Optimization exercise on an open flow, not production practice. RTL: at most simulated, not proved equivalent. The clock port is an ideal driver here. Power: default activity.

File: flow/run.sh
#!/bin/bash
# Standard ORFS layout with three changes: ports buffered with plain buffers
# instead of delay cells, the resizer allowed to change a cell's footprint when
# it resizes, and a clock tree of smaller buffers without dummy loads.
set -euo pipefail
bash standard.sh BUFFER_PORTS_ARGS="-buffer_cell sky130_fd_sc_hd__buf_2" MATCH_CELL_FOOTPRINT=0 \
  CTS_ARGS="-sink_clustering_enable -repair_clock_nets -buf_list sky130_fd_sc_hd__clkbuf_4 -sink_clustering_size 9 -sink_clustering_max_diameter 45 -dont_use_dummy_load" \
  finish > standard_flow.log 2>&1
File: standard.sh
#!/bin/bash
# synth_recipe.tcl (not shown) runs the flow's synth.tcl, then flattens the netlist and writes it again
# the make line also repeats each setting of config.mk as NAME=value (left out here)
make -C /OpenROAD-flow-scripts/flow DESIGN_CONFIG=/design/flow/config.mk WORK_HOME=/design/flow/orfs CLKGATE_MAP_FILE= SYNTH_SCRIPT=/design/flow/synth_recipe.tcl "${@:-finish}"
File: config.mk
export PLATFORM = sky130hd
export DESIGN_NAME = fpu_8097_stack_ctl
export DESIGN_NICKNAME = fpu_8097_stack_ctl
export VERILOG_FILES = /design/flow/design.v
export SDC_FILE = /design/flow/constraint.sdc
export NUM_CORES = 4
export LEC_CHECK = 0
export CAP_MARGIN = 20
export CORE_MARGIN = 2
export CORE_UTILIZATION = 40
export SETUP_SLACK_MARGIN = 2.5
export SLEW_MARGIN = 20
export SYNTH_HIERARCHICAL = 1
File: constraint.sdc
create_clock -name core_clock -period 5.0 [get_ports {clk}]
set_input_delay 1.0000 -clock core_clock [delete_from_list [all_inputs] [get_ports {clk}]]
set_output_delay 1.0000 -clock core_clock [all_outputs]
set_load 0.01 [all_outputs]
File: design.v
module fpu_8097_stack_ctl #(
    parameter int DEPTH = 8,
    parameter int WIDTH = 80,
    localparam int TOPW = $clog2(DEPTH)
) (
    input  logic             clk,
    input  logic             rst,
    input  logic             op_valid,
    output logic             op_ready,
    input  logic [2:0]       op_code,
    input  logic [TOPW-1:0]  op_idx,
    input  logic [WIDTH-1:0] op_wdata,
    output logic             rsp_valid,
    input  logic             rsp_ready,
    output logic [WIDTH-1:0] rsp_data,
    output logic [7:0]       rsp_fault,
    input  logic             sw_clr,
    output logic [15:0]      sw,
    output logic [TOPW-1:0]  top,
    output logic [DEPTH-1:0] tag
);
    logic [DEPTH-1:0][WIDTH-1:0] mem;      
    logic [DEPTH-1:0][TOPW-1:0]  rel;      
    logic [DEPTH-1:0]            rtag;     
    logic [DEPTH-1:0]            sel;      
    logic                        f_any, f_ovf, f_ill;
    logic                        ie, c1;
    logic             acc, is_push, is_pop, is_read, is_wr, is_xch, is_free;
    logic             t0, t7, t_i, ovf, unf, ok_push, ok_pop, ok_xch, rd_ok;
    logic [TOPW-1:0]  ridx;
    logic [DEPTH-1:0] rtag_n, nsel, wen, hit_i, hit_0, hit_7, rsel, pdec, tag_n;
    logic [WIDTH-1:0] rd;
    assign op_ready = !rsp_valid || rsp_ready;
    assign acc      = op_valid && op_ready;
    assign is_push = op_code == 3'd1;
    assign is_pop  = op_code == 3'd2;
    assign is_read = op_code == 3'd3;
    assign is_wr   = op_code == 3'd4;
    assign is_xch  = op_code == 3'd5;
    assign is_free = op_code == 3'd6;
    assign t0  = rtag[0];
    assign t7  = rtag[DEPTH-1];
    assign t_i = rtag[op_idx];
    assign ok_push = is_push && !t7;
    assign ok_pop  = is_pop && t0;
    assign ok_xch  = is_xch && t0 && t_i;
    assign ovf     = is_push && t7;
    assign unf     = (is_pop && !t0) || (is_read && !t_i) || (is_xch && !(t0 && t_i));
    assign rd_ok   = ok_pop || ok_xch || (is_read && t_i);
    always_comb
        for (int s = 0; s < DEPTH; s++) begin
            hit_i[s] = rel[s] == op_idx;
            hit_0[s] = rel[s] == '0;
            hit_7[s] = rel[s] == TOPW'(DEPTH - 1);
        end
    assign wen = {DEPTH{acc}} & (({DEPTH{ok_push}} & hit_7) | ({DEPTH{is_wr}} & hit_i));
    always_ff @(posedge clk)
        for (int s = 0; s < DEPTH; s++)
            if (wen[s]) mem[s] <= op_wdata;
    assign rsel = is_read ? hit_i : hit_0;
    assign nsel = acc ? (rsel & {DEPTH{rd_ok}}) : sel;
    fpu_8097_stack_rdmux #(.DEPTH(DEPTH), .WIDTH(WIDTH)) u_rdmux (
        .mem(mem), .sel(nsel), .rd(rd)
    );
    always_comb
        for (int k = 0; k < DEPTH; k++)
            pdec[k] = TOPW'(TOPW'(k) - top) == op_idx;
    always_comb begin
        tag_n = tag;
        if (ok_push) tag_n[TOPW'(top - 1'b1)] = 1'b1;
        if (ok_pop)  tag_n[top] = 1'b0;
        if (is_wr)   tag_n = tag_n | pdec;
        if (is_free) tag_n = tag_n & ~pdec;
    end
    always_comb begin
        rtag_n = rtag;
        if (ok_push) rtag_n = {rtag[DEPTH-2:0], 1'b1};
        if (ok_pop)  rtag_n = {1'b0, rtag[DEPTH-1:1]};
        if (is_wr)   rtag_n[op_idx] = 1'b1;
        if (is_free) rtag_n[op_idx] = 1'b0;
    end
    assign rsp_fault = {3'b000, f_any, 2'b00, f_ill, f_ovf};
    assign sw        = {2'b00, top, 1'b0, c1, 1'b0, ie, ie, 5'b00000, ie};
    always_ff @(posedge clk or posedge rst) begin
        if (rst) begin
            top       <= '0;
            tag       <= '0;
            rtag      <= '0;
            sel       <= '0;
            for (int s = 0; s < DEPTH; s++) rel[s] <= TOPW'(s);
            rsp_data  <= '0;
            f_any     <= 1'b0;
            f_ovf     <= 1'b0;
            f_ill     <= 1'b0;
            ie        <= 1'b0;
            c1        <= 1'b0;
            rsp_valid <= 1'b0;
        end else begin
            if (acc) begin
                if (ok_push) top <= top - 1'b1;
                else if (ok_pop) top <= top + 1'b1;
                tag  <= tag_n;
                rtag <= rtag_n;
                for (int s = 0; s < DEPTH; s++) begin
                    if (ok_push) rel[s] <= rel[s] + 1'b1;
                    else if (ok_pop) rel[s] <= rel[s] - 1'b1;
                    else if (ok_xch && hit_0[s]) rel[s] <= op_idx;
                    else if (ok_xch && hit_i[s]) rel[s] <= '0;
                end
                f_any    <= unf || ovf || op_code == 3'd7;
                f_ovf    <= ovf;
                f_ill    <= op_code == 3'd7;
            end
            sel       <= nsel;
            rsp_data  <= rd;
            rsp_valid <= acc || (rsp_valid && !rsp_ready);
            ie <= (acc && (ovf || unf)) || (ie && !sw_clr);
            c1 <= (acc && (ovf || unf)) ? ovf : (c1 && !sw_clr);
        end
    end
endmodule
module fpu_8097_stack_rdmux #(
    parameter int DEPTH = 8,
    parameter int WIDTH = 80
) (
    input  logic [DEPTH-1:0][WIDTH-1:0] mem,
    input  logic [DEPTH-1:0]            sel,
    output logic [WIDTH-1:0]            rd
);
    always_comb begin
        rd = '0;
        for (int s = 0; s < DEPTH; s++)
            rd = rd | (mem[s] & {WIDTH{sel[s]}});
    end
endmodule
==> out/results.ini, run 1 <==
[min_path]
min_path_type = in2async

[die]
dieArea_sq_um = 77100
core_area_sq_um = 74300
die_y_um = 278
io_pins = 208
initial_core_util = 0.403
rows = 100
die_width_um = 278

[detailed_routing]
antenna_left = 0
post_drt_wl_per_cell_um = 28.3
wl_mm = 87.4
vias_per_cell = 5.78
drt_iter0_drc = 1809
firstDrtPassIters = 7
num_vias = 17800
drcViolationCount = 0

[sta]
slew_viol_final = 0
setup_violations = 0
finalCriticalPeriod_ps = 2700
hold_viol = 0
max_freq_mhz = 371
worstMarginPinSlew_ps = 941
rsz0062_at_grt = yes
fin_tns_setup_ps = 0
setup_ws_ps = 2300
skew_ps = 171
fin_crit_sh = 0.539
max-slew-margin-rel = 0.369

[grt]
antenna_found_initial = 11
grt_pass1_wl_mm = 120
grt_max_degree = 88
gr-total-overflow = 0
grt_usage = 0.211
grt_pass1_vias = 17800

[power]
power.share.clock = 0.209
max-vdd-ir-drop_uv = 236
pwr-share-seq = 0.555
power_mw = 14.1
netSwitchingFraction = 0.305
comb_power_share = 0.237
p_per_area_nw_per_um2 = 403
p_int_mw = 9.82
leakage_nw = 12.1
netSwitchingPower_mw = 4.31

[logic_synthesis]
netlist_instances = 1778
yosysMostFrequentCell = edfxtp_1
synth-async-reset-ratio = 0.176
synth_compound_area_frac = 0.117
synth-simple-area-share = 0.0428
yosysSeqAreaShare = 0.756
synth_common_cells = edfxtp_1, a22oi_1, dfrtp_1, nand4_1, buf_6
synth-adder-area-share = 0.0184
syn_area_sq_um = 30000
synthMuxAreaShare = 0.0104
ys_top_cells_by_area = edfxtp_1, dfrtp_1, a22oi_1
synth-edff-count = 640
synth_top_family_by_area = compound AO/OA/AOI/OAI gates
postSynthAreaPerCell_sq_um = 16.9
netlist.area_leader.share = 0.641
synth_ff_type = edfxtp_1
ys_seq_elements = 777
synth_xor_xnor_area_share = 0.0149
yosysTopAreaCell = edfxtp_1
ys_types = 66
yosys_warnings = 8

[critical_path]
criticalPathCategory = in2reg
crit_path_max_fanout = 17
crit_path_start_kind = input port
crit_top_cell = buf_12
slowest_stage = o21ai_4
cp.arrival_ps = 3530
path_cells = buf_2, nor2b_2, and2_4, o21a_1, o21ai_4, buf_12, buf_12, buf_12, o21ai_4, clkbuf_16, a22oi_1, nand4_1
r2r_cells = 11
critical-path-max-stage-delay_ps = 520
crit_required_ps = 5830
critPathCaptureType = flop

[place]
hpwl_mm = 39.7
dp.cells = 2870
io_buffers = 193
place.gp.congestion = 0.799
pre_cts_ws_ps = 824

[clocking]
cts_root_buf = clkbuf_4
h-tree-depth = 3
postCtsHoldBufs = 0
insertion_delay_ps = 940
max-clock-path-buffers = 3
clk_pin_slew_ps = 100
cts_buffers = 106
cts_tree = built
clock-sinks = 777

[finish]
ff_latch_area_sq_um = 22700
stdcell_count = 3083
fin_nets = 2245
area_growth_pct = 17.0
fillers = 6348
layout-drive-gt1-share = 0.314
multi_input_area_sq_um = 7110

[run]
maxCapViolCount = 0

[run_status]
status = finished clean

area by class of cell:
| type | count | share of cell area |
|---|---|---|
| Sequential cell | 777 | 0.646 |
| Multi-Input combinational cell | 860 | 0.203 |
| Timing Repair Buffer | 340 | 0.0905 |
| Tap cell | 969 | 0.0346 |
| Clock buffer | 106 | 0.0227 |
| Inverter | 25 | 0.00278 |
| Antenna cell | 6 | 0.000428 |
cell usage in the layout (no fill, tap or decap), types with 44 or more instances in the layout:
cell        n
buf_2     179
nand4_1    81
edfxtp_1  640
ha_1       44
buf_6      46
clkbuf_4  106
a22oi_1   209
a22oi_2   129
buf_4      54
dfrtp_1   117
flip-flops by register name, indices dropped and copies added (netlist names), 3 cells and up:
| register | flops |
|---|---|
| sel | 8 |
| mem | 640 |
| top | 3 |
| rsp_data | 80 |
| rtag | 8 |
| tag | 8 |
| rel | 24 |
kinds of logic (layout without fill, tap and decap cells):
logic type,Yosys count,in the layout
compound gates,489,492
xor+xnor,48,48
fa+ha+maj,44,44
buf+inv,157,471
flops,777,777
mux,27,27
other cells,1,20
simple gates,235,235
power groups by stage:
stage	Sequential, mW	Clock (mW)	Combinational [mW]
final	7.84	2.95	3.35
after detailed placement	7.99	0	2.74
after global placement	8.00	0	2.66
after global routing	7.88	3.28	3.61
after CTS	7.83	3.04	3.12
after floorplan	8.01	0	1.66
through the flow:
step                      hold slack (ps)  cell area [sq um]   util
after global routing                  175              35100  0.472
after CTS                             153              34100  0.459
after floorplan                       447              30200      -
after global placement                453              32000  0.430
final                                 205              35100  0.472
after detailed placement              459              32000  0.431
timing repair:
action / CTS / global route
setup endpoints to repair: 746 / 318
pin swaps: 59 / 49
resized for setup: 111 / 129
buffers inserted: 40 / 13
gates cloned: 28 / 20
per-layer routing:
| layer | vias to the layer above | track usage | routed length [um] |
|---|---|---|---|
| met3 | 144 | 0.0442 | 6360 |
| met1 | 9190 | 0.281 | 36100 |
| met2 | 731 | 0.349 | 42700 |
| met4 | 14 | 0.0590 | 2130 |
| met5 | - | 0 | 85 |
| li1 | 7745 | - | - |
path summary, 6_finish.rpt:
path                              from  slack [ps]            to
setup / recovery            op_code[1]        2300  rsp_data[68]
hold / removal                     rst         210   rsp_data[4]
setup reg to reg               rtag[7]        2320  rsp_data[20]
hold reg to reg               mem[123]         460  rsp_data[43]
max in group asynchronous          rst        3640        top[0]
min in group core_clock    op_wdata[2]         330      mem[322]
worst max-delay path, delay by kind of cell:
| family | cells | cell delay (ps) |
|---|---|---|
| and+or+nand+nor | 3 | 670 |
| AOI/OAI and AO/OA | 4 | 880 |
| buffers and inverters | 5 | 950 |
==> run 2: changes to the inputs <==
==> flow/run.sh (replaced) <==
#!/bin/bash
# Standard ORFS layout with these changes: ports buffered with plain buffers
# instead of delay cells, the buffers of timing-critical inputs sized for their
# load before CTS (flow/size_ports.tcl), the resizer allowed to change a cell's
# footprint, and a clock tree of smaller buffers without dummy loads.
set -euo pipefail
here=$(pwd)
bash standard.sh BUFFER_PORTS_ARGS="-buffer_cell sky130_fd_sc_hd__buf_2" MATCH_CELL_FOOTPRINT=0 \
  PRE_CTS_TCL="$here/flow/size_ports.tcl" \
  CTS_ARGS="-sink_clustering_enable -repair_clock_nets -buf_list sky130_fd_sc_hd__clkbuf_4 -sink_clustering_size 9 -sink_clustering_max_diameter 45 -dont_use_dummy_load" \
  finish > standard_flow.log 2>&1
==> flow/size_ports.tcl (new file) <==
# Size the buffers of timing-critical input ports for the load they drive:
# repair_timing leaves the buffers that buffer_ports inserted at their first size.
estimate_parasitics -placement
foreach inst [get_cells input*] {
  set out [get_pins -of_objects $inst -filter "direction==output"]
  if {[get_property $out slack_max] > 2.5} { continue }
  set fo [llength [get_pins -of_objects [get_nets -of_objects $out] -filter "direction==input"]]
  if {$fo >= 12} {
    set cell sky130_fd_sc_hd__buf_8
  } elseif {$fo >= 6} {
    set cell sky130_fd_sc_hd__buf_6
  } elseif {$fo >= 3} {
    set cell sky130_fd_sc_hd__buf_4
  } else {
    continue
  }
  puts "size_ports: [get_full_name $inst] fanout $fo slack [get_property $out slack_max] -> $cell"
  replace_cell $inst [get_lib_cells $cell]
}
--- a/config.mk
+++ b/config.mk
@@ -11,3 +11,4 @@
 export SETUP_SLACK_MARGIN = 2.5
 export SLEW_MARGIN = 20
 export SYNTH_HIERARCHICAL = 1
+export TNS_END_PERCENT = 5
==> run 2 against run 1 <==
Net effect: sequential power is essentially flat; first-iteration DRC count is 12% lower; core utilization fell by 1.7 points; critical endpoint is now rsp_data[27]; hold slack improved by 140 ps; final area fell by 3.7%; highest routed layer unchanged; clock skew decreased by 19 ps; register-to-register slack got worse by 70 ps; setup slack worse by 57 ps; still clean on timing, DRC and antenna; critical path depth fell by 3; largest power group unchanged.
==> out/results.ini, run 2 <==
[grt]
antenna_found_initial = 17  ; +6
grt_pass1_vias = 17800  ; -0.16%
grt_usage = 0.197  ; -0.0132
grt_pass1_wl_mm = 114  ; -4.9%
grt_max_degree = 138  ; +57%
gr-total-overflow = 0  ; unchanged

[power]
p_int_mw = 9.63  ; -1.9%
comb_power_share = 0.220  ; -0.017
netSwitchingFraction = 0.303  ; -0.00244
netSwitchingPower_mw = 4.19  ; -3.0%
p_per_area_nw_per_um2 = 409  ; +1.5%
pwr-share-seq = 0.567  ; +0.012
max-vdd-ir-drop_uv = 231  ; -1.8%
power.share.clock = 0.213  ; +0.004
leakage_nw = 11.8  ; -3.2%

[critical_path]
path_cells = mux2_4, mux4_2, o21a_1, o21ai_4, buf_12, buf_4, o21ai_4, a22oi_1, nand4_1
cp_num_cells = 9  ; -3
slowest_stage = mux4_2
crit_required_ps = 5540  ; -290 ps
critical-path-max-stage-delay_ps = 500  ; -20 ps
crit_path_max_fanout = 5  ; -12
critPathBufInv = 2  ; -3
r2r_cells = 9  ; -2
crit_path_start_kind = flop
rrSetupSlack_ps = 2250  ; -70 ps
cp-endpoint = rsp_data[27]
critPathCaptureType = flop
r2r_start = rtag[7]
crit_family = multiplexers
crit_top_cell = o21ai_4
critPathLaunch = rtag[7]
rr_endpoint = rsp_data[27]
cp.arrival_ps = 3290  ; -240 ps
criticalPathCategory = reg2reg

[logic_synthesis]
netlist_instances = 1778  ; unchanged
postSynthAreaPerCell_sq_um = 16.9  ; unchanged
ys_types = 66  ; unchanged
synth_xor_xnor_area_share = 0.0149  ; unchanged
ys_top_cells_by_area = edfxtp_1, dfrtp_1, a22oi_1
synth-edff-count = 640  ; unchanged
yosysMostFrequentCell = edfxtp_1
netlist.area_leader.share = 0.641  ; unchanged
syn_area_sq_um = 30000  ; unchanged
synth-adder-area-share = 0.0184  ; unchanged
synth-simple-area-share = 0.0428  ; unchanged
synth_ff_type = edfxtp_1
synthMuxAreaShare = 0.0104  ; unchanged
ys_seq_elements = 777  ; unchanged
yosysTopAreaCell = edfxtp_1
yosys_warnings = 8  ; unchanged
synth_top_family_by_area = compound AO/OA/AOI/OAI gates
synth_compound_area_frac = 0.117  ; unchanged
synth_common_cells = edfxtp_1, a22oi_1, dfrtp_1, nand4_1, buf_6
synth-async-reset-ratio = 0.176  ; unchanged
yosysSeqAreaShare = 0.756  ; unchanged

[die]
rows = 100  ; unchanged
initial_core_util = 0.403  ; unchanged
die_width_um = 278  ; unchanged
core_area_sq_um = 74300  ; unchanged
io_pins = 208  ; unchanged
die_y_um = 278  ; unchanged
dieArea_sq_um = 77100  ; unchanged

[run]
maxCapViolCount = 0  ; unchanged

[detailed_routing]
vias_per_cell = 5.70  ; -1.4%
drt_iter0_drc = 1596  ; -12%
post_drt_wl_per_cell_um = 25.5  ; -10%
drcViolationCount = 0  ; unchanged
num_vias = 17400  ; -2.4%
wl_mm = 77.8  ; -11%
antenna_left = 0  ; unchanged
firstDrtPassIters = 5  ; -2

[finish]
top_register = mem
fin_nets = 2205  ; -1.8%
mostFrequentLayoutCell = edfxtp_1
layout-drive-gt1-share = 0.248  ; -0.0660
area_growth_pct = 12.7
fin_util = 0.455  ; -0.0174
layout_common_cells = edfxtp_1, a22oi_1, buf_2, dfrtp_1, clkbuf_4
reg_top3 = mem x640, rsp_data x80, rel x24
largest_register_ffs = 640  ; unchanged

[sta]
max_freq_mhz = 363  ; -2.1%
setup_violations = 0  ; unchanged
finalCriticalPeriod_ps = 2750  ; +56.5 ps
fin_tns_setup_ps = 0  ; unchanged
max-slew-margin-rel = 0.267  ; -0.102
fin_crit_sh = 0.550  ; +0.0113
skew_ps = 152  ; -19.0 ps
slew_viol_final = 0  ; unchanged
hold_viol = 0  ; unchanged
worstMarginPinSlew_ps = 1100  ; +158 ps
rsz0062_at_grt = yes

[min_path]
min_path_type = in2async

[clocking]
postCtsHoldBufs = 0  ; unchanged
cts_buffers = 108  ; +1.9%
cts_tree = built
clk_pin_slew_ps = 60  ; -40 ps
clock-sinks = 777  ; unchanged
insertion_delay_ps = 920  ; -20 ps

[place]
io_buffers = 193  ; unchanged
hpwl_mm = 41.3  ; +4.0%
place.gp.congestion = 0.820  ; +2.6%

[run_status]
status = finished clean

[run 2: changes by cell type in the layout (fill, tap and decap cells not counted), sizes merged]
cell    previous run  this run
buf              316       285
clkbuf           130       116
diode              6        14
o21ai             51        55
nor2              51        52
[run 2: metal layers]
metal,vias up,track usage,share of wire
li1,7677,-,-
met1,8892,0.267,0.42
met2,671,0.318,0.48
met3,143,0.0468,0.077
met4,16,0.0577,0.023
met5,-,0,0.0012
[run 2: through the flow]
stage | setup WS, ps | total power, mW | cell area, sq um | std cells | hold slack (ps)
finish | 2250 | 13.8 | 33800 | 3051 | 347
global route | 2200 | 14.5 | 33800 | 3047 | 252
CTS | 2330 | 13.8 | 33400 | 3030 | 263
detailed placement | 836 | 10.7 | 32000 | 2879 | 462
global placement | 882 | 10.7 | 32000 | 2879 | 455
floorplan | 1580 | 9.66 | 30200 | 1791 | 447
[run 2: cell families after synthesis]
| group | Yosys count |
|---|---|
| DFF | 777 |
| xor gates and xnor gates | 48 |
| and+or+nand+nor | 235 |
| AOI/OAI and AO/OA | 489 |
| other | 1 |
| buffers and inverters | 157 |
| adders and majority gates | 44 |
| muxes | 27 |
[run 2: layout make-up]
type,count,area [sq um]
antenna,14,35.0
clock buffer,108,811
fill,6462,40500
inverter,25,97.6
multi-input combinational,865,6650
sequential,777,22700
tap,969,1210
timing repair buffer,293,2310
[run 2: worst min path at each step]
stage                 startpoint      endpoint  slack [ps]  cells after the start
floorplan               mem[240]   rsp_data[0]         450                      2
global placement        mem[263]  rsp_data[23]         460                      2
detailed placement      mem[305]  rsp_data[65]         460                      2
CTS                 op_wdata[77]      mem[237]         260                      1
global route        op_wdata[51]      mem[291]         250                      1
finish                       rst            ie         350                      3
[run 2: power by group through the flow]
stage                     Sequential [mW]  Clock [mW]  Combinational, mW
after floorplan                      8.01           0               1.65
final                                7.84        2.94               3.04
after global routing                 7.89        3.28               3.31
after global placement               8.00           0               2.66
after CTS                            7.84        3.03               2.96
after detailed placement             7.99           0               2.73
[run 2: timing repair]
item,4_1_cts,5_1_grt
buffers inserted,32,2
cloned,11,5
hold endpoints to repair,0,0
pin swaps,17,19
gates resized for setup,37,48
setup endpoints to repair,751,457
[run 2: worst min-delay path, cell delays in order]
cell and delay [ps]:
buf_2 110, clkinvlp_4 70, buf_12 460
==> run 3: changes to the inputs <==
--- a/design.v
+++ b/design.v
@@ -28,7 +28,7 @@
     logic             acc, is_push, is_pop, is_read, is_wr, is_xch, is_free;
     logic             t0, t7, t_i, ovf, unf, ok_push, ok_pop, ok_xch, rd_ok;
     logic [TOPW-1:0]  ridx;
-    logic [DEPTH-1:0] rtag_n, nsel, wen, hit_i, hit_0, hit_7, rsel, pdec, tag_n;
+    logic [DEPTH-1:0] didx, rtag_n, nsel, wen, hit_i, hit_0, hit_7, rsel, pdec, tag_n;
     logic [WIDTH-1:0] rd;
     assign op_ready = !rsp_valid || rsp_ready;
     assign acc      = op_valid && op_ready;
@@ -40,7 +40,8 @@
     assign is_free = op_code == 3'd6;
     assign t0  = rtag[0];
     assign t7  = rtag[DEPTH-1];
-    assign t_i = rtag[op_idx];
+    fpu_8097_stack_dec u_dec (.a(op_idx), .y(didx));
+    assign t_i = |(didx & rtag);
     assign ok_push = is_push && !t7;
     assign ok_pop  = is_pop && t0;
     assign ok_xch  = is_xch && t0 && t_i;
@@ -76,8 +77,8 @@
         rtag_n = rtag;
         if (ok_push) rtag_n = {rtag[DEPTH-2:0], 1'b1};
         if (ok_pop)  rtag_n = {1'b0, rtag[DEPTH-1:1]};
-        if (is_wr)   rtag_n[op_idx] = 1'b1;
-        if (is_free) rtag_n[op_idx] = 1'b0;
+        if (is_wr)   rtag_n = rtag_n | didx;
+        if (is_free) rtag_n = rtag_n & ~didx;
     end
     assign rsp_fault = {3'b000, f_any, 2'b00, f_ill, f_ovf};
     assign sw        = {2'b00, top, 1'b0, c1, 1'b0, ie, ie, 5'b00000, ie};
@@ -133,3 +134,11 @@
             rd = rd | (mem[s] & {WIDTH{sel[s]}});
     end
 endmodule
+module fpu_8097_stack_dec (
+    input  logic [2:0] a,
+    output logic [7:0] y
+);
+    always_comb
+        for (int k = 0; k < 8; k++)
+            y[k] = a == 3'(k);
+endmodule
==> run 3 against run 2 <==
Net effect: sequential power is essentially flat; core utilization up 0.85 points; synthesized cell count decreased by 2.2%; hold slack worse by 65 ps; critical endpoint is now rsp_data[54]; largest cell class unchanged; largest power group unchanged; highest routed layer unchanged.
==> out/results.ini, run 3 <==
[sta]
max_freq_mhz = 370  ; +1.9%
skew_ps = 154  ; +1.74 ps
setup_violations = 0  ; unchanged
rsz0062_at_grt = yes
fin_tns_setup_ps = 0  ; unchanged
setup_ws_ps = 2300  ; +52.2 ps
max-slew-margin-rel = 0.312  ; +0.0453
whs_ps = 282  ; -64.7 ps
fin_crit_sh = 0.540  ; -0.0104
worstMarginPinSlew_ps = 1030  ; -68.0 ps
finalCriticalPeriod_ps = 2700  ; -52.2 ps
slew_viol_final = 0  ; unchanged
hold_viol = 0  ; unchanged

[logic_synthesis]
netlist.area_leader.share = 0.646  ; +0.00502
yosysMostFrequentCell = edfxtp_1
ys_seq_elements = 777  ; unchanged
synth-simple-area-share = 0.0396  ; -0.00320
synth_ff_type = edfxtp_1
synth-edff-count = 640  ; unchanged
yosysTopAreaCell = edfxtp_1
synthMuxAreaShare = 0.00879  ; -0.00160
synth_compound_area_frac = 0.118  ; +0.000371
synth_xor_xnor_area_share = 0.0138  ; -0.00110
synth_top_family_by_area = compound AO/OA/AOI/OAI gates
synth_common_cells = edfxtp_1, a22oi_1, dfrtp_1, nand4_1, buf_6
yosysSeqAreaShare = 0.762  ; +0.00592
synth-async-reset-ratio = 0.176  ; unchanged
ys_top_cells_by_area = edfxtp_1, dfrtp_1, a22oi_1
postSynthAreaPerCell_sq_um = 17.1  ; +1.5%
syn_area_sq_um = 29700  ; -0.78%
yosys_warnings = 9  ; +1
netlist_instances = 1738  ; -2.2%
synth-adder-area-share = 0.0177  ; -0.000698
ys_types = 59  ; -11%

[finish]
fillers = 6318  ; -2.2%
largest_register_ffs = 640  ; unchanged
area_growth_pct = 14.2
top_register = mem
reg_top3 = mem x640, rsp_data x80, rel x24
fin_nets = 2191  ; -0.63%
layout_common_cells = edfxtp_1, a22oi_1, buf_2, dfrtp_1, clkbuf_4
layout-drive-gt1-share = 0.265  ; +0.0170
mostFrequentLayoutCell = edfxtp_1

[critical_path]
critPathBufInv = 4  ; +2
crit_path_max_fanout = 11  ; +6
r2r_cells = 10  ; +1
critical-path-max-stage-delay_ps = 310  ; -190 ps
crit_required_ps = 5710  ; +170 ps
r2r_start = rtag[0]
crit_family = compound AO/OA/AOI/OAI gates
rr_endpoint = rsp_data[54]
rrSetupSlack_ps = 2360  ; +110 ps
criticalPathCategory = in2reg
critPathCaptureType = flop
crit_path_start_kind = input port
slowest_stage = a22o_4
cp.arrival_ps = 3410  ; +120 ps
path_cells = buf_16, and3b_2, a22oi_2, nand4_1, a21oi_4, nor2_4, buf_4, buf_6, a22o_4, buf_4, a22oi_1, nand4_1

[detailed_routing]
drcViolationCount = 0  ; unchanged
drt_iter0_drc = 1724  ; +8.0%
num_vias = 17800  ; +2.3%
firstDrtPassIters = 6  ; +1
antenna_left = 0  ; unchanged
vias_per_cell = 5.88  ; +3.2%
post_drt_wl_per_cell_um = 27.1  ; +6.4%
wl_mm = 82.0  ; +5.5%

[run]
maxCapViolCount = 0  ; unchanged

[place]
place.gp.congestion = 0.822  ; +0.21%
io_buffers = 193  ; unchanged
pre_cts_ws_ps = 859  ; +22.2 ps
hpwl_mm = 41.4  ; +0.16%

[clocking]
cts_tree = built
cts_buffers = 105  ; -2.8%
clk_pin_slew_ps = 100  ; +40 ps
clock-sinks = 777  ; unchanged
postCtsHoldBufs = 0  ; unchanged
insertion_delay_ps = 940  ; +20 ps

[die]
io_pins = 208  ; unchanged
rows = 99  ; -1.0%
die_y_um = 277  ; -0.38%
die_width_um = 277  ; -0.38%
core_area_sq_um = 73300  ; -1.3%
initial_core_util = 0.406  ; +0.00228
dieArea_sq_um = 76600  ; -0.77%

[power]
p_per_area_nw_per_um2 = 405  ; -0.94%
leakage_nw = 11.9  ; +1.3%
max-vdd-ir-drop_uv = 229  ; -1.2%

[grt]
grt_pass1_vias = 17700  ; -0.22%
grt_max_degree = 87  ; -37%
antenna_found_initial = 20  ; +3
grt_pass1_wl_mm = 120  ; +5.6%
grt_usage = 0.212  ; +0.0145
gr-total-overflow = 0  ; unchanged

[min_path]
min_path_type = in2async

[run_status]
status = finished clean

## run 3: cell types whose count changed after synthesis, moves of 9 or more
cell	previous run	this run
o221ai_1	4	14
nand3_1	4	13
nor2_1	51	34
o21ai_0	37	26
a31oi_1	14	5
## run 3: logic make-up after synthesis
kind of cell | count (synthesis)
flops | 777
compound gates | 478
simple gates | 212
buf+inv | 157
xor+xnor | 47
fa+ha+maj | 42
mux | 24
other cells | 1
## run 3: modules after synthesis, one instance, submodules excluded, a selection
module / flops+latches / cell area [sq um] / times used / cells inside
fpu_8097_stack_ctl: 777 / 26000 / 1 / 1258
fpu_8097_stack_dec: 0 / 65.1 / 1 / 8
## run 3: tightest hold or removal path: cells and delay by family
| family | cells | cell delay [ps] |
|---|---|---|
| buf+inv | 3 | 620 |
## run 3: layout make-up
| cell class | instances | area, sq um | area share |
|---|---|---|---|
| flip-flops and latches | 777 | 22700 | 0.668 |
| multi-input cells | 835 | 6570 | 0.193 |
| repair buffers | 314 | 2610 | 0.0769 |
| well taps | 959 | 1200 | 0.0353 |
| clock buffers | 105 | 788 | 0.0232 |
| inverters | 25 | 97.6 | 0.00287 |
| diodes | 9 | 22.5 | 0.000663 |
## run 3: how the worst max path moves through the flow
| stage | cells after the start | endpoint | startpoint |
|---|---|---|---|
| after floorplan | 6 | mem[560] | op_code[2] |
| after global placement | 11 | rsp_data[52] | op_idx[1] |
| after detailed placement | 11 | rsp_data[12] | op_idx[1] |
| after CTS | 6 | mem[185] | op_code[2] |
| after global routing | 10 | rsp_data[51] | rtag[0] |
| final | 12 | rsp_data[54] | op_idx[1] |
## run 3: metrics by stage
stage          power [mW]  cells  area (sq um)  utilization
6_report             13.8   3024         34000        0.463
5_1_grt              14.4   3023         34000        0.463
4_1_cts              13.8   3002         33700        0.460
3_5_place_dp         10.6   2830         31800        0.434
3_3_place_gp         10.5   2830         31800        0.434
2_1_floorplan        9.58   1751         30000            -
## run 3: what timing repair did
action                                  in CTS  in global routing
cloned                                      28                  0
resized for setup                           67                  9
endpoints found under the setup margin     642                719
setup buffers                               39                 13
pin swaps                                   32                 11
## run 3: metal layers
metal | wire length [um] | track usage
met4 | 2240 | 0.0627
met2 | 39400 | 0.343
met5 | 162 | 0
met1 | 32900 | 0.280
met3 | 7230 | 0.0580
## run 3: power breakdown
group / switching, mW / leakage, nW / internal [mW]
clock network: 1.96 / 0.483 / 0.956
logic: 1.85 / 3.93 / 1.15
registers: 0.374 / 7.49 / 7.47
total: 4.18 / 11.9 / 9.58
==> run 4: changes to the inputs <==
--- a/config.mk
+++ b/config.mk
@@ -7,7 +7,7 @@
 export LEC_CHECK = 0
 export CAP_MARGIN = 20
 export CORE_MARGIN = 2
-export CORE_UTILIZATION = 40
+export CORE_UTILIZATION = 60
 export SETUP_SLACK_MARGIN = 2.5
 export SLEW_MARGIN = 20
 export SYNTH_HIERARCHICAL = 1
==> run 4 against run 3 <==
Net effect: critical path depth decreased by 5; non-clock buffer count decreased by 42; cell count decreased by 11%; die area decreased by 33%; count of clock-buffer cells in the layout decreased by 1; via count decreased by 3.1%; first-iteration DRC count decreased by 12%; maximum frequency increased by 2.9%; register-to-register slack improved by 160 ps; critical path type unchanged; synthesized cell count unchanged; sequential share of layout area increased by 2.5 points; sequential power decreased by 0.5%.
==> out/results.ini, run 4 <==
[grt]
grt_pass1_wl_mm = 106  ; -12%
grt_max_degree = 138  ; +59%
antenna_found_initial = 10  ; -50%
grt_usage = 0.282  ; +0.0697
grt_pass1_vias = 17100  ; -3.6%
gr-total-overflow = 0  ; unchanged

[sta]
fin_tns_setup_ps = 0  ; unchanged
skew_ps = 78.4  ; -75.8 ps
max-slew-margin-rel = 0.384  ; +0.0720
fin_crit_sh = 0.525  ; -0.0154
max_freq_mhz = 381  ; +2.9%
worstMarginPinSlew_ps = 923  ; -108 ps
slew_viol_final = 0  ; unchanged
whs_ps = 344  ; +61.3 ps
setup_ws_ps = 2380  ; +76.9 ps
finalCriticalPeriod_ps = 2620  ; -76.9 ps
hold_viol = 0  ; unchanged
rsz0062_at_grt = yes
setup_violations = 0  ; unchanged

[logic_synthesis]
ys_types = 59  ; unchanged
postSynthAreaPerCell_sq_um = 17.1  ; unchanged
yosysMostFrequentCell = edfxtp_1
netlist_instances = 1738  ; unchanged
ys_top_cells_by_area = edfxtp_1, dfrtp_1, a22oi_1
netlist.area_leader.share = 0.646  ; unchanged
synth_common_cells = edfxtp_1, a22oi_1, dfrtp_1, nand4_1, buf_6
yosysTopAreaCell = edfxtp_1
syn_area_sq_um = 29700  ; unchanged
yosys_warnings = 9  ; unchanged
synth_ff_type = edfxtp_1
synth-edff-count = 640  ; unchanged
ys_seq_elements = 777  ; unchanged
synth-async-reset-ratio = 0.176  ; unchanged
yosysSeqAreaShare = 0.762  ; unchanged

[clocking]
clk_pin_slew_ps = 90  ; about the same
postCtsHoldBufs = 0  ; unchanged
clock-sinks = 777  ; unchanged
cts_buffers = 104  ; -0.95%
cts_tree = built
insertion_delay_ps = 890  ; -50 ps

[detailed_routing]
wl_mm = 73.0  ; -11%
vias_per_cell = 6.44  ; +9.5%
num_vias = 17200  ; -3.1%
antenna_left = 0  ; unchanged
drt_iter0_drc = 1523  ; -12%
firstDrtPassIters = 6  ; unchanged
post_drt_wl_per_cell_um = 27.3  ; +0.55%
drcViolationCount = 0  ; unchanged

[critical_path]
crit_required_ps = 5470  ; -240 ps
cp.arrival_ps = 3090  ; -320 ps
r2r_cells = 5  ; -5
r2r_start = rtag[7]
crit_path_max_fanout = 32  ; +21
rrSetupSlack_ps = 2520  ; +160 ps
rr_endpoint = mem[639]
cp-endpoint = mem[5]
critPathCaptureType = flop
critPathLaunch = op_code[2]
crit_path_start_kind = input port
criticalPathCategory = in2reg

[finish]
layout_common_cells = edfxtp_1, a22oi_1, buf_2, dfrtp_1, clkbuf_4
multi_input_area_sq_um = 6310  ; -3.9%
largest_register_ffs = 640  ; unchanged
fillers = 3430  ; -46%
top_register = mem
fin_area_sq_um = 32700  ; -3.6%
fin_nets = 2141  ; -2.3%
mostFrequentLayoutCell = edfxtp_1
reg_top3 = mem x640, rsp_data x80, rel x24
stdcell_count = 2677  ; -11%
layout-drive-gt1-share = 0.238  ; -0.0268
ff_latch_area_sq_um = 22700  ; about the same
area_growth_pct = 10.0

[place]
placed_cell_area_sq_um = 31300  ; -1.5%
pre_cts_ws_ps = 808  ; -50.5 ps
hpwl_mm = 36.2  ; -12%
place.gp.congestion = 0.833  ; +1.3%
dp.cells = 2522  ; -11%
io_buffers = 193  ; unchanged

[run_status]
status = finished clean

[die]
core_area_sq_um = 49000  ; -33%
die_y_um = 227  ; -18%
initial_core_util = 0.608  ; +0.202
rows = 81  ; -18%
io_pins = 208  ; unchanged
dieArea_sq_um = 51400  ; -33%
die_width_um = 227  ; -18%

[power]
p_per_area_nw_per_um2 = 413  ; +2.0%
leakage_nw = 11.5  ; -3.4%
max-vdd-ir-drop_uv = 261  ; +14%

[min_path]
min_path_type = in2reg
hold_depth = 2
hp-start = sw_clr

[run]
maxCapViolCount = 0  ; unchanged

## run 4: per-module statistics from Yosys (local to each module, per instance), excerpt
module              cells  copies in the design
fpu_8097_stack_ctl   1258                     1
fpu_8097_stack_dec      8                     1
## run 4: cell type report
cell class / count / share of cell area
diodes: 7 / 0.000535
repair buffers: 272 / 0.0617
inverters: 25 / 0.00298
flip-flops and latches: 777 / 0.693
clock buffers: 104 / 0.0239
well taps: 664 / 0.0254
multi-input cells: 828 / 0.193
## run 4: repair_timing
action | in CTS | in global routing
pin swaps | 7 | 9
gates cloned | 6 | 7
buffers inserted | 9 | 22
gates resized for setup | 7 | 17
endpoints found under the setup margin | 174 | 529
## run 4: how the worst min path moves through the flow
stage              endpoint  slack, ps
6_report                 ie        340
5_1_grt                  ie        260
4_1_cts                  ie        260
3_5_place_dp   rsp_data[41]        460
3_3_place_gp   rsp_data[38]        450
2_1_floorplan   rsp_data[0]        450
## run 4: cell families after synthesis
| kind of cell | Yosys count | share of synthesized area |
|---|---|---|
| xor+xnor | 47 | 0.0138 |
| compound gates | 478 | 0.118 |
| flops | 777 | 0.762 |
| buf+inv | 157 | 0.0404 |
| simple gates | 212 | 0.0396 |
| mux | 24 | 0.00879 |
| other cells | 1 | 0.000126 |
| fa+ha+maj | 42 | 0.0177 |
## run 4: critical path: stages
cell	delay, ps
buf_8	130
nor2b_4	380
and2_1	420
buf_4	300
a22oi_2	140
nor2_4	180
buf_4	510
## run 4: power breakdown
part | switching (mW) | total (mW) | internal [mW]
logic | 1.73 | 2.84 | 1.12
registers | 0.338 | 7.81 | 7.47
clock network | 1.92 | 2.87 | 0.950
## run 4: routing by layer
metal | wire length [um] | vias up | track usage
met5 | 72 | - | 0
met4 | 1820 | 12 | 0.0836
met3 | 5720 | 139 | 0.0556
met2 | 36200 | 773 | 0.468
met1 | 29200 | 8777 | 0.381
li1 | - | 7543 | -
## run 4: stage by stage
stage	total power, mW	utilization
after floorplan	9.58	-
after global placement	10.5	0.640
after detailed placement	10.5	0.640
after CTS	13.5	0.660
after global routing	14.2	0.668
final	13.5	0.669
==> run 5: changes to the inputs <==
--- a/config.mk
+++ b/config.mk
@@ -8,7 +8,7 @@
 export CAP_MARGIN = 20
 export CORE_MARGIN = 2
 export CORE_UTILIZATION = 60
-export SETUP_SLACK_MARGIN = 2.5
+export SETUP_SLACK_MARGIN = 2.6
 export SLEW_MARGIN = 20
 export SYNTH_HIERARCHICAL = 1
-export TNS_END_PERCENT = 5
+export TNS_END_PERCENT = 10
==> run 5 against run 4 <==
Net effect: still clean; sequential share of layout area down 0.48 points; sequential power about the same; core utilization grew 0.47 points; clock power is essentially flat; combinational power increased by 1%; setup slack improved by 76 ps.
==> out/results.ini, run 5 <==
[critical_path]
critical-path-max-stage-delay_ps = 370  ; -140 ps
path_cells = buf_12, and3b_2, a22oi_2, nand4_1, a21oi_2, nor2_1, buf_6, buf_4, buf_12, a22o_2, a22oi_1, nand4_1
criticalPathCategory = in2reg
critPathBufInv = 4  ; +1
crit_required_ps = 5740  ; +270 ps
crit_path_start_kind = input port
crit_family = compound AO/OA/AOI/OAI gates
cp.arrival_ps = 3280  ; +190 ps
slowest_stage = a22o_2
crit_path_max_fanout = 20  ; -38%
r2r_start = rsp_valid
critPathCaptureType = flop
critPathLaunch = op_idx[0]

[finish]
reg_top3 = mem x640, rsp_data x80, rel x24
fillers = 3410  ; -0.58%
ff_latch_area_sq_um = 22700  ; unchanged
largest_register_ffs = 640  ; unchanged
fin_util = 0.673  ; +0.00468
fin_nets = 2155  ; +0.65%
top_register = mem
layout-drive-gt1-share = 0.245  ; +0.00676
fin_area_sq_um = 33000  ; +0.70%
layout_common_cells = edfxtp_1, a22oi_1, buf_2, dfrtp_1, clkbuf_4
area_growth_pct = 10.8
mostFrequentLayoutCell = edfxtp_1
multi_input_area_sq_um = 6360  ; +0.77%
stdcell_count = 2691  ; +0.52%

[logic_synthesis]
syn_area_sq_um = 29700  ; unchanged
netlist.area_leader.share = 0.646  ; unchanged
postSynthAreaPerCell_sq_um = 17.1  ; unchanged
yosysTopAreaCell = edfxtp_1
synth_common_cells = edfxtp_1, a22oi_1, dfrtp_1, nand4_1, buf_6
ys_types = 59  ; unchanged
synth-async-reset-ratio = 0.176  ; unchanged
yosys_warnings = 9  ; unchanged
ys_seq_elements = 777  ; unchanged
netlist_instances = 1738  ; unchanged
synth-edff-count = 640  ; unchanged
ys_top_cells_by_area = edfxtp_1, dfrtp_1, a22oi_1
yosysSeqAreaShare = 0.762  ; unchanged
yosysMostFrequentCell = edfxtp_1
synth_ff_type = edfxtp_1

[sta]
rsz0062_at_grt = yes
max-slew-margin-rel = 0.334  ; -0.0508
setup_ws_ps = 2450  ; +76.4 ps
max_freq_mhz = 393  ; +3.0%
fin_crit_sh = 0.509  ; -0.0153
setup_violations = 0  ; unchanged
fin_tns_setup_ps = 0  ; unchanged
worstMarginPinSlew_ps = 999  ; +76.1 ps
hold_viol = 0  ; unchanged
finalCriticalPeriod_ps = 2550  ; -76.4 ps
slew_viol_final = 0  ; unchanged
skew_ps = 127  ; +48.9 ps

[clocking]
cts_buffers = 102  ; -1.9%
clock-sinks = 777  ; unchanged
cts_tree = built
postCtsHoldBufs = 0  ; unchanged
insertion_delay_ps = 890  ; about the same
clk_pin_slew_ps = 100  ; about the same

[run]
maxCapViolCount = 0  ; unchanged

[detailed_routing]
wl_mm = 72.4  ; -0.85%
post_drt_wl_per_cell_um = 26.9  ; -1.4%
antenna_left = 0  ; unchanged
vias_per_cell = 6.40  ; -0.64%
firstDrtPassIters = 5  ; -1
drt_iter0_drc = 1581  ; +3.8%
drcViolationCount = 0  ; unchanged
num_vias = 17200  ; -0.12%

[min_path]
hp-start = sw_clr
min_path_type = in2reg

[place]
dp.cells = 2531  ; +0.36%
pre_cts_ws_ps = 1070  ; +266 ps
placed_cell_area_sq_um = 31400  ; +0.27%
hpwl_mm = 36.7  ; +1.3%
io_buffers = 193  ; unchanged
place.gp.congestion = 0.829  ; -0.46%

[die]
dieArea_sq_um = 51400  ; unchanged
die_width_um = 227  ; unchanged
rows = 81  ; unchanged
die_y_um = 227  ; unchanged
initial_core_util = 0.608  ; unchanged
core_area_sq_um = 49000  ; unchanged
io_pins = 208  ; unchanged

[run_status]
status = finished clean

[power]
max-vdd-ir-drop_uv = 276  ; +5.9%
p_per_area_nw_per_um2 = 410  ; -0.78%
leakage_nw = 11.6  ; +1.2%

[grt]
gr-total-overflow = 0  ; unchanged
grt_pass1_vias = 17000  ; -0.56%
grt_usage = 0.283  ; +0.00114
grt_pass1_wl_mm = 106  ; about the same
antenna_found_initial = 12  ; +2
grt_max_degree = 138  ; unchanged

run 5: what timing repair did:
action                                 4_1_cts  5_1_grt
buffers inserted                            33        7
setup endpoints to repair                  764      262
pin swaps                                   13        1
endpoints found under the hold margin        0        0
cloned                                       8        3
gates resized for setup                     17       21
run 5: area by class of cell:
class                      instances  share of cell area
clock buffer                     102              0.0232
inverter                          25             0.00296
multi-input combinational        827               0.193
antenna                            7            0.000532
tap                              664              0.0252
timing repair buffer             289              0.0672
sequential                       777               0.688
run 5: cell families after synthesis:
group | count (synthesis) | synth area share
and+or+nand+nor | 212 | 0.0396
xor gates and xnor gates | 47 | 0.0138
DFF | 777 | 0.762
AOI/OAI and AO/OA | 478 | 0.118
buffers and inverters | 157 | 0.0404
muxes | 24 | 0.00879
other | 1 | 0.000126
adders and majority gates | 42 | 0.0177
run 5: per-layer routing:
metal / up-vias / track usage / part of all wire
met2: 700 / 0.451 / 0.49
met3: 128 / 0.0631 / 0.078
met1: 8810 / 0.392 / 0.41
met4: 12 / 0.0910 / 0.026
met5: - / 0 / 0.00097
li1: 7574 / - / -
run 5: path summary, 6_finish.rpt:
path / slack (ps) / cells after the start / end
hold / removal: 340 / 2 / ie
min in group asynchronous: 350 / 3 / rsp_data[39]
setup / recovery: 2450 / 12 / rsp_data[28]
hold reg to reg: 460 / 2 / rsp_data[40]
setup reg to reg: 2510 / 9 / rsp_data[28]
max in group asynchronous: 3790 / 3 / rel[18]
run 5: worst register-to-register path: stages (launching register included):
cell and delay [ps]:
dfrtp_1 380, nand2b_4 90, nand2_4 480, nor2_1 260, buf_6 220, buf_4 160
buf_12 140, a22o_2 370, a22oi_1 210, nand4_1 130
run 5: modules after synthesis, one instance, submodules excluded, excerpt:
module / cells inside / cell area, sq um / times used / flip-flops and latches
fpu_8097_stack_ctl: 1258 / 26000 / 1 / 777
fpu_8097_stack_dec: 8 / 65.1 / 1 / 0
run 5: through the flow:
stage | hold slack (ps) | power [mW]
2_1_floorplan | 447 | 9.58
3_3_place_gp | 458 | 10.5
3_5_place_dp | 463 | 10.5
4_1_cts | 238 | 13.5
5_1_grt | 268 | 14.1
6_report | 335 | 13.5
run 5: where the power goes:
| part | total (mW) | switching [mW] | leakage (nW) | internal (mW) |
|---|---|---|---|---|
| clock | 2.84 | 1.91 | 0.469 | 0.932 |
| sequential | 7.80 | 0.328 | 7.49 | 7.47 |
| combinational | 2.88 | 1.73 | 3.69 | 1.15 |
==> run 6: changes to the inputs <==
--- a/config.mk
+++ b/config.mk
@@ -8,7 +8,7 @@
 export CAP_MARGIN = 20
 export CORE_MARGIN = 2
 export CORE_UTILIZATION = 60
-export SETUP_SLACK_MARGIN = 2.6
+export SETUP_SLACK_MARGIN = 2.8
 export SLEW_MARGIN = 20
 export SYNTH_HIERARCHICAL = 1
 export TNS_END_PERCENT = 10
==> run 6 against run 5 <==
Net effect: still clean on timing, DRC and antenna; synthesized area unchanged; final area increased by 4.0%; sequential share of layout area decreased by 2.6 points; sequential power about the same; clock skew decreased by 15 ps; register-to-register slack improved by 50 ps; critical path depth decreased by 11; setup slack improved by 59 ps; largest cell class unchanged.
==> out/results.ini, run 6 <==
[run_status]
status = finished clean

[detailed_routing]
firstDrtPassIters = 5  ; unchanged
drt_iter0_drc = 1967  ; +24%
num_vias = 17900  ; +3.8%
wl_mm = 79.2  ; +9.4%
vias_per_cell = 6.50  ; +1.6%
antenna_left = 0  ; unchanged
drcViolationCount = 0  ; unchanged
post_drt_wl_per_cell_um = 28.8  ; +7.1%

[critical_path]
cp.arrival_ps = 1490  ; -1790 ps
slowest_stage = dfrtp_1
crit_path_start_kind = flop
criticalPathCategory = reg2out
critPathCaptureType = output pin
rrSetupSlack_ps = 2560  ; +50 ps
path_cells = buf_2
r2r_start = rsp_valid
critical-path-max-stage-delay_ps = 430  ; +60 ps
r2r_cells = 5  ; -4
crit_family = flip-flops
crit_path_max_fanout = 1  ; -95%
rr_endpoint = mem[400]
critPathBufInv = 1  ; -3
crit_required_ps = 4000  ; -1740 ps

[logic_synthesis]
ys_seq_elements = 777  ; unchanged
netlist.area_leader.share = 0.646  ; unchanged
yosysMostFrequentCell = edfxtp_1
yosysSeqAreaShare = 0.762  ; unchanged
yosysTopAreaCell = edfxtp_1
postSynthAreaPerCell_sq_um = 17.1  ; unchanged
ys_top_cells_by_area = edfxtp_1, dfrtp_1, a22oi_1
ys_types = 59  ; unchanged
syn_area_sq_um = 29700  ; unchanged
synth_common_cells = edfxtp_1, a22oi_1, dfrtp_1, nand4_1, buf_6
yosys_warnings = 9  ; unchanged
synth_ff_type = edfxtp_1
synth-async-reset-ratio = 0.176  ; unchanged
netlist_instances = 1738  ; unchanged
synth-edff-count = 640  ; unchanged

[sta]
fin_tns_setup_ps = 0  ; unchanged
slew_viol_final = 0  ; unchanged
skew_ps = 112  ; -15.3 ps
worstMarginPinSlew_ps = 1010  ; +5.94 ps
fin_crit_sh = 0.498  ; -0.0118
hold_viol = 0  ; unchanged
finalCriticalPeriod_ps = 2490  ; -59.0 ps
setup_violations = 0  ; unchanged
max-slew-margin-rel = 0.330  ; -0.00396
rsz0062_at_grt = yes
max_freq_mhz = 402  ; +2.4%

[power]
p_int_mw = 9.83  ; +2.9%
comb_power_share = 0.237  ; +0.024
power_mw = 14.0  ; +3.4%
pwr-share-seq = 0.558  ; -0.019
power.share.clock = 0.204  ; -0.006
leakage_nw = 12.2  ; +4.5%
p_per_area_nw_per_um2 = 408  ; -0.53%
max-vdd-ir-drop_uv = 275  ; -0.52%
netSwitchingPower_mw = 4.15  ; +4.7%
netSwitchingFraction = 0.297  ; +0.00346

[min_path]
hp-start = sw_clr
min_path_type = in2reg
min_to = ie
hold_depth = 2  ; unchanged

[run]
maxCapViolCount = 0  ; unchanged

[place]
hpwl_mm = 36.7  ; unchanged
place.gp.congestion = 0.829  ; unchanged
io_buffers = 193  ; unchanged

[grt]
grt_pass1_wl_mm = 114  ; +8.0%
gr-total-overflow = 0  ; unchanged
antenna_found_initial = 9  ; -3
grt_usage = 0.311  ; +0.0284
grt_pass1_vias = 17500  ; +2.8%
grt_max_degree = 138  ; unchanged

[die]
io_pins = 208  ; unchanged
rows = 81  ; unchanged
die_width_um = 227  ; unchanged
dieArea_sq_um = 51400  ; unchanged
die_y_um = 227  ; unchanged
core_area_sq_um = 49000  ; unchanged
initial_core_util = 0.608  ; unchanged

[finish]
top_register = mem
reg_top3 = mem x640, rsp_data x80, rel x24
layout-drive-gt1-share = 0.280  ; +0.0349
area_growth_pct = 15.2
fin_nets = 2214  ; +2.7%
largest_register_ffs = 640  ; unchanged
mostFrequentLayoutCell = edfxtp_1
layout_common_cells = edfxtp_1, a22oi_1, buf_2, dfrtp_1, clkbuf_4

[clocking]
clock-sinks = 777  ; unchanged
cts_buffers = 102  ; unchanged
postCtsHoldBufs = 0  ; unchanged
cts_tree = built
insertion_delay_ps = 900  ; about the same
clk_pin_slew_ps = 100  ; about the same

-- run 6: cell counts after synthesis --
No cell type changed its count.
-- run 6: cell type report --
type	count	area [sq um]
flip-flops and latches	777	22700
well taps	664	831
multi-input cells	830	6510
inverters	25	97.6
diodes	5	12.5
repair buffers	345	3380
clock buffers	102	766
fillers	3277	14700
-- run 6: cells by family (layout without fill, tap and decap cells) --
logic type                 after synthesis  count (layout)  synth area share
other                                    1              19          0.000126
buffers and inverters                  157             472            0.0404
and+or+nand+nor                        212             212            0.0396
muxes                                   24              24           0.00879
DFF                                    777             777             0.762
AOI/OAI and AO/OA                      478             491             0.118
xor gates and xnor gates                47              47            0.0138
adders and majority gates               42              42            0.0177
-- run 6: power groups by stage --
stage                     Clock [mW]  Combinational, mW  Sequential, mW
after detailed placement           0               2.57            7.94
after CTS                       2.91               3.12            7.80
final                           2.86               3.32            7.81
after global placement             0               2.53            7.94
after global routing            3.16               3.56            7.84
after floorplan                    0               1.60            7.98
-- run 6: how the worst max path moves through the flow --
stage	slack [ps]	end	startpoint	cells past startpoint
after floorplan	1520	mem[560]	op_code[2]	6
after global placement	1080	rsp_data[59]	op_idx[1]	11
after detailed placement	1070	rsp_data[7]	op_idx[1]	11
after CTS	2450	rsp_data[34]	rsp_data[34]	1
after global routing	2460	rsp_data[34]	rsp_data[34]	1
final	2510	rsp_data[19]	rsp_data[19]	1
-- run 6: per-stage QoR --
stage               setup WS, ps  cell area (sq um)  hold slack (ps)   util  cells
global route                2460              34300              251  0.700   2746
floorplan                   1520              30000              447      -   1751
detailed placement          1070              31400              463  0.641   2531
global placement            1080              31400              458  0.641   2531
finish                      2510              34300              291  0.700   2748
CTS                         2450              33800              238  0.691   2727
-- run 6: what timing repair did --
action | in CTS | in global routing
pin swaps | 22 | 11
setup endpoints to repair | 861 | 696
buffers inserted | 55 | 13
gates resized for setup | 79 | 53
cloned | 39 | 3
endpoints found under the hold margin | 0 | 0
-- run 6: layer usage --
metal  GRT usage  wire length (um)  vias up
li1            -                 -     7700
met4      0.0936              2170       10
met2       0.496             38200      828
met5           0                69        -
met3      0.0683              6690      158
met1       0.435             32000     9177
-- run 6: Yosys stat by module (local to each module, per instance), a selection --
module | times used | flops+latches | area [sq um] | cells inside
fpu_8097_stack_ctl | 1 | 777 | 26000 | 1258
fpu_8097_stack_dec | 1 | 0 | 65.1 | 8
-- run 6: worst reg2reg max path, delay by kind of cell (launching register included) --
family	cells	cell delay [ps]
and+or+nand+nor	3	770
DFF	1	400
buffers and inverters	2	930
==> run 7: changes to the inputs <==
--- a/config.mk
+++ b/config.mk
@@ -8,7 +8,7 @@
 export CAP_MARGIN = 20
 export CORE_MARGIN = 2
 export CORE_UTILIZATION = 60
-export SETUP_SLACK_MARGIN = 2.8
+export SETUP_SLACK_MARGIN = 2.4
 export SLEW_MARGIN = 20
 export SYNTH_HIERARCHICAL = 1
-export TNS_END_PERCENT = 10
+export TNS_END_PERCENT = 20
==> run 7 against run 6 <==
Net effect: still clean on timing, DRC and antenna; combinational power is 19% lower; critical path depth increased by 10; largest power group unchanged; core utilization is 4.0 points lower; critical endpoint is now rsp_data[49]; clock power barely moved; count of clock-buffer cells in the layout down 1.
==> out/results.ini, run 7 <==
[clocking]
cts_buffers = 101  ; -0.98%
cts_tree = built
insertion_delay_ps = 900  ; about the same
clock-sinks = 777  ; unchanged
postCtsHoldBufs = 0  ; unchanged
clk_pin_slew_ps = 90  ; about the same

[critical_path]
r2r_cells = 9  ; +4
rrSetupSlack_ps = 2490  ; -70 ps
crit_path_max_fanout = 20  ; +19
criticalPathCategory = in2reg
r2r_start = rtag[0]
cp.arrival_ps = 3380  ; +1890 ps
crit_path_start_kind = input port
critical-path-max-stage-delay_ps = 430  ; about the same
crit_required_ps = 5760  ; +1760 ps
slowest_stage = nor3b_1
cp-endpoint = rsp_data[49]
rr_endpoint = rsp_data[49]
critPathCaptureType = flop
critPathLaunch = op_idx[2]
path_cells = buf_8, nor3b_1, a22oi_2, nand4_1, a21oi_1, nor2_1, buf_6, a22o_4, buf_4, a22oi_1, nand4_1
crit_top_cell = nand4_1

[place]
io_buffers = 193  ; unchanged
place.gp.congestion = 0.818  ; -1.3%
hpwl_mm = 35.3  ; -3.7%
placed_cell_area_sq_um = 31300  ; -0.43%

[grt]
grt.met3_usage = 0.0623  ; -0.00596
grt_pass1_vias = 17000  ; -2.4%
gr-total-overflow = 0  ; unchanged
grt_max_degree = 93  ; -33%
grt_usage = 0.281  ; -0.0304
grt_pass1_wl_mm = 105  ; -8.1%
grt_busiest_layer = met2
antenna_found_initial = 13  ; +4
met2_usage = 0.446  ; -0.0506
gr-usage-met1 = 0.389  ; -0.0457

[finish]
layout_common_cells = edfxtp_1, a22oi_1, buf_2, dfrtp_1, clkbuf_4
layout-drive-gt1-share = 0.225  ; -0.0545
reg_top3 = mem x640, rsp_data x80, rel x24
fin_nets = 2109  ; -4.7%
fin_area_sq_um = 32300  ; -5.7%
mostFrequentLayoutCell = edfxtp_1
area_growth_pct = 8.70
largest_register_ffs = 640  ; unchanged
top_register = mem
fillers = 3444  ; +5.1%

[sta]
hold_viol = 0  ; unchanged
fin_tns_setup_ps = 0  ; unchanged
fin_crit_sh = 0.523  ; +0.0250
setup_violations = 0  ; unchanged
max-slew-margin-rel = 0.423  ; +0.0932
worstMarginPinSlew_ps = 866  ; -140 ps
rsz0062_at_grt = yes
finalCriticalPeriod_ps = 2610  ; +125 ps
skew_ps = 99.1  ; -13.0 ps
max_freq_mhz = 383  ; -4.8%
slew_viol_final = 0  ; unchanged

[logic_synthesis]
syn_area_sq_um = 29700  ; unchanged
netlist.area_leader.share = 0.646  ; unchanged
yosysSeqAreaShare = 0.762  ; unchanged
ys_seq_elements = 777  ; unchanged
postSynthAreaPerCell_sq_um = 17.1  ; unchanged
yosysTopAreaCell = edfxtp_1
ys_types = 59  ; unchanged
synth-edff-count = 640  ; unchanged
synth_ff_type = edfxtp_1
synth_common_cells = edfxtp_1, a22oi_1, dfrtp_1, nand4_1, buf_6
yosys_warnings = 9  ; unchanged
yosysMostFrequentCell = edfxtp_1
netlist_instances = 1738  ; unchanged
synth-async-reset-ratio = 0.176  ; unchanged
ys_top_cells_by_area = edfxtp_1, dfrtp_1, a22oi_1

[die]
initial_core_util = 0.608  ; unchanged
dieArea_sq_um = 51400  ; unchanged
core_area_sq_um = 49000  ; unchanged
die_y_um = 227  ; unchanged
rows = 81  ; unchanged
io_pins = 208  ; unchanged
die_width_um = 227  ; unchanged

[detailed_routing]
num_vias = 16900  ; -5.2%
post_drt_wl_per_cell_um = 26.9  ; -6.8%
drcViolationCount = 0  ; unchanged
antenna_left = 0  ; unchanged
firstDrtPassIters = 5  ; unchanged
vias_per_cell = 6.41  ; -1.4%
drt_iter0_drc = 1690  ; -14%
wl_mm = 70.9  ; -10%

[power]
pwr-share-seq = 0.586  ; +0.028
netSwitchingPower_mw = 3.91  ; -5.7%
netSwitchingFraction = 0.293  ; -0.00338
power.share.clock = 0.213  ; +0.009
max-vdd-ir-drop_uv = 241  ; -12%
comb_power_share = 0.201  ; -0.036
leakage_nw = 11.3  ; -7.0%
p_per_area_nw_per_um2 = 413  ; +1.2%
p_int_mw = 9.43  ; -4.1%

[run]
maxCapViolCount = 0  ; unchanged

[min_path]
min_path_type = in2async

[run_status]
status = finished clean

run 7: cell counts after synthesis:
No cell type changed its count.
run 7: layout make-up:
class	count	area (sq um)	share of cell area
well taps	664	831	0.0257
inverters	25	97.6	0.00302
diodes	4	10.0	0.000310
multi-input cells	826	6290	0.195
clock buffers	101	758	0.0235
flip-flops and latches	777	22700	0.701
repair buffers	245	1680	0.0518
run 7: kinds of logic (layout without fill, tap and decap cells):
kind of cell	Yosys count	in the layout	share of synthesized area
DFF	777	777	0.762
AOI/OAI and AO/OA	478	487	0.118
and+or+nand+nor	212	212	0.0396
buffers and inverters	157	371	0.0404
xor gates and xnor gates	47	47	0.0138
adders and majority gates	42	42	0.0177
muxes	24	24	0.00879
other	1	18	0.000126
run 7: metal layers:
metal	part of all wire	vias to the layer above
met4	0.029	18
met1	0.42	8629
met5	0.0017	-
li1	-	7453
met3	0.076	151
met2	0.48	686
run 7: what timing repair did:
| item | 4_1_cts | 5_1_grt |
|---|---|---|
| pin swaps | 7 | 1 |
| endpoints found under the setup margin | 112 | 354 |
| setup buffers | 5 | 4 |
| gates cloned | 9 | 0 |
| gates resized for setup | 5 | 14 |
run 7: Yosys stat by module, one instance, submodules excluded, a selection:
module	cell area, sq um	cells	flip-flops and latches	copies in the design
fpu_8097_stack_ctl	26000	1258	777	1
fpu_8097_stack_dec	65.1	8	0	1
run 7: how the worst min path moves through the flow:
stage | to | slack, ps
floorplan | rsp_data[0] | 450
global placement | rsp_data[23] | 460
detailed placement | rsp_data[0] | 460
CTS | rsp_data[62] | 250
global route | rsp_data[42] | 280
finish | c1 | 320
run 7: worst max-delay path: cells and delay by family:
kind	cells	cell delay [ps]
compound gates	4	720
buf+inv	3	800
simple gates	4	830
run 7: through the flow:
step	setup WS [ps]	utilization	hold slack [ps]	power [mW]	std cells
floorplan	1520	-	447	9.58	1751
CTS	2340	0.658	248	13.4	2634
global placement	1200	0.639	457	10.4	2519
finish	2390	0.660	320	13.3	2642
global route	2320	0.660	280	14.0	2641
detailed placement	1140	0.639	457	10.5	2519
run 7: power groups by stage:
stage	clock, mW	sequential [mW]	combinational [mW]
2_1_floorplan	0	7.98	1.60
3_5_place_dp	0	7.95	2.55
3_3_place_gp	0	7.95	2.50
4_1_cts	2.92	7.82	2.67
6_report	2.84	7.82	2.68
5_1_grt	3.15	7.86	2.94
==> run 8: changes to the inputs <==
--- a/config.mk
+++ b/config.mk
@@ -7,8 +7,8 @@
 export LEC_CHECK = 0
 export CAP_MARGIN = 20
 export CORE_MARGIN = 2
-export CORE_UTILIZATION = 60
-export SETUP_SLACK_MARGIN = 2.4
+export CORE_UTILIZATION = 65
+export SETUP_SLACK_MARGIN = 2.7
 export SLEW_MARGIN = 20
 export SYNTH_HIERARCHICAL = 1
-export TNS_END_PERCENT = 20
+export TNS_END_PERCENT = 10
==> run 8 against run 7 <==
Net effect: power is 4.8% higher; synthesized cell count did not move; sequential share of layout area shrank 3.2 points; largest cell class unchanged; count of clock-buffer cells in the layout down 1; non-clock buffer count is 86 higher; combinational power grew 25%; clock power about the same; highest routed layer unchanged; clock skew is 7.7 ps higher; routed wire length is 13% higher; critical path depth shrank 10; sequential cell count did not move; largest power group unchanged; final area grew 4.8%; critical endpoint is now rsp_data[9].
==> out/results.ini, run 8 <==
[run_status]
status = finished clean

[finish]
fin_area_sq_um = 33900  ; +4.8%
mostFrequentLayoutCell = edfxtp_1
reg_top3 = mem x640, rsp_data x80, rel x24
fin_nets = 2198  ; +4.2%
stdcell_count = 2678  ; +1.4%
largest_register_ffs = 640  ; unchanged
layout-drive-gt1-share = 0.279  ; +0.0533
top_register = mem
layout_common_cells = edfxtp_1, a22oi_1, buf_2, dfrtp_1, clkbuf_4
fin_util = 0.748  ; +0.0876

[sta]
fin_tns_setup_ps = 0  ; unchanged
worstMarginPinSlew_ps = 769  ; -96.6 ps
slew_viol_final = 0  ; unchanged
setup_violations = 0  ; unchanged
whs_ps = 198  ; -122 ps
hold_viol = 0  ; unchanged
rsz0062_at_grt = yes
setup_ws_ps = 2490  ; +107 ps
skew_ps = 107  ; +7.75 ps
max_freq_mhz = 399  ; +4.3%

[place]
place.gp.congestion = 0.850  ; +3.9%
hpwl_mm = 35.5  ; +0.45%
pre_cts_ws_ps = 1180  ; +41.1 ps
io_buffers = 193  ; unchanged

[critical_path]
crit_required_ps = 4000  ; -1760 ps
path_cells = buf_2
critPathBufInv = 1  ; -2
slowest_stage = dfrtp_1
criticalPathCategory = reg2out
critPathCaptureType = output pin
critical-path-max-stage-delay_ps = 440  ; about the same
crit_family = flip-flops

[logic_synthesis]
postSynthAreaPerCell_sq_um = 17.1  ; unchanged
ys_top_cells_by_area = edfxtp_1, dfrtp_1, a22oi_1
yosys_warnings = 9  ; unchanged
synth_common_cells = edfxtp_1, a22oi_1, dfrtp_1, nand4_1, buf_6
synth_ff_type = edfxtp_1
synth-edff-count = 640  ; unchanged
ys_seq_elements = 777  ; unchanged
yosysSeqAreaShare = 0.762  ; unchanged
yosysTopAreaCell = edfxtp_1
yosysMostFrequentCell = edfxtp_1
ys_types = 59  ; unchanged
netlist_instances = 1738  ; unchanged

[detailed_routing]
drt_iter0_drc = 2372  ; +40%
vias_per_cell = 6.77  ; +5.6%
wl_mm = 80.2  ; +13%
antenna_left = 0  ; unchanged

[die]
die_width_um = 218  ; -3.9%
io_pins = 208  ; unchanged
initial_core_util = 0.657  ; +0.0492
rows = 78  ; -3.7%
die_y_um = 218  ; -3.9%

[clocking]
insertion_delay_ps = 910  ; about the same
cts_buffers = 100  ; -0.99%
cts_tree = built

[power]
pwr-share-seq = 0.559  ; -0.027
leakage_nw = 12.0  ; +6.2%
power.share.clock = 0.202  ; -0.011
netSwitchingFraction = 0.300  ; +0.00704
comb_power_share = 0.239  ; +0.038
max-vdd-ir-drop_uv = 284  ; +18%
power_mw = 14.0  ; +4.8%
p_per_area_nw_per_um2 = 413  ; about the same

[grt]
grt_max_degree = 81  ; -13%
antenna_found_initial = 11  ; -2
gr-total-overflow = 0  ; unchanged
grt_pass1_wl_mm = 108  ; +2.7%

[run]
maxCapViolCount = 0  ; unchanged

[min_path]
min_path_type = in2async

==> run 8: power groups by stage <==
stage,logic (mW),registers [mW],clock network (mW)
after floorplan,1.60,7.98,0
after global placement,2.50,7.95,0
after detailed placement,2.56,7.95,0
after CTS,2.92,7.80,2.86
after global routing,3.56,7.85,3.09
final,3.34,7.82,2.82
==> run 8: final timing paths <==
kind,startpoint,endpoint,slack [ps],depth (start not counted)
worst max-delay path,rsp_data[9],rsp_data[9],2490,1
worst min-delay path,rst,rsp_data[63],200,2
worst max register to register,rel[22],mem[613],2570,5
worst min register to register,mem[308],rsp_data[68],440,2
max in group asynchronous,rst,rsp_data[46],3720,3
min in group core_clock,sw_clr,ie,320,2
==> run 8: cell type report <==
cell class                 count  area (sq um)
antenna                       15          37.5
sequential                   777         22700
clock buffer                 100           751
timing repair buffer         331          2950
fill                        2731         11400
multi-input combinational    830          6620
inverter                      25          97.6
tap                          600           751
==> run 8: repair_timing <==
action | 4_1_cts | 5_1_grt
pin swaps | 8 | 19
setup buffers | 35 | 22
gates cloned | 13 | 34
hold buffers | 0 | 0
resized for setup | 50 | 78
endpoints found under the setup margin | 746 | 623
==> run 8: cells by family (layout without fill, tap and decap cells) <==
kind of cell,after synthesis,in the layout,synth area share
XOR/XNOR,47,47,0.0138
flip-flops,777,777,0.762
other,1,29,0.000126
adder cells (fa/ha/maj),42,42,0.0177
multiplexers,24,24,0.00879
buffers and inverters,157,456,0.0404
AND/OR/NAND/NOR,212,212,0.0396
AO/OA/AOI/OAI,478,491,0.118
==> run 8: modules after synthesis, one instance, submodules excluded, a selection <==
module,cells,copies in the design,flops+latches
fpu_8097_stack_dec,8,1,0
fpu_8097_stack_ctl,1258,1,777
==> run 8: per-layer routing <==
layer | up-vias | part of all wire | global-route usage
met2 | 1054 | 0.48 | 0.498
met3 | 169 | 0.098 | 0.0582
met4 | 6 | 0.029 | 0.0973
met1 | 9226 | 0.39 | 0.443
met5 | - | 0.00049 | 0
li1 | 7668 | - | -
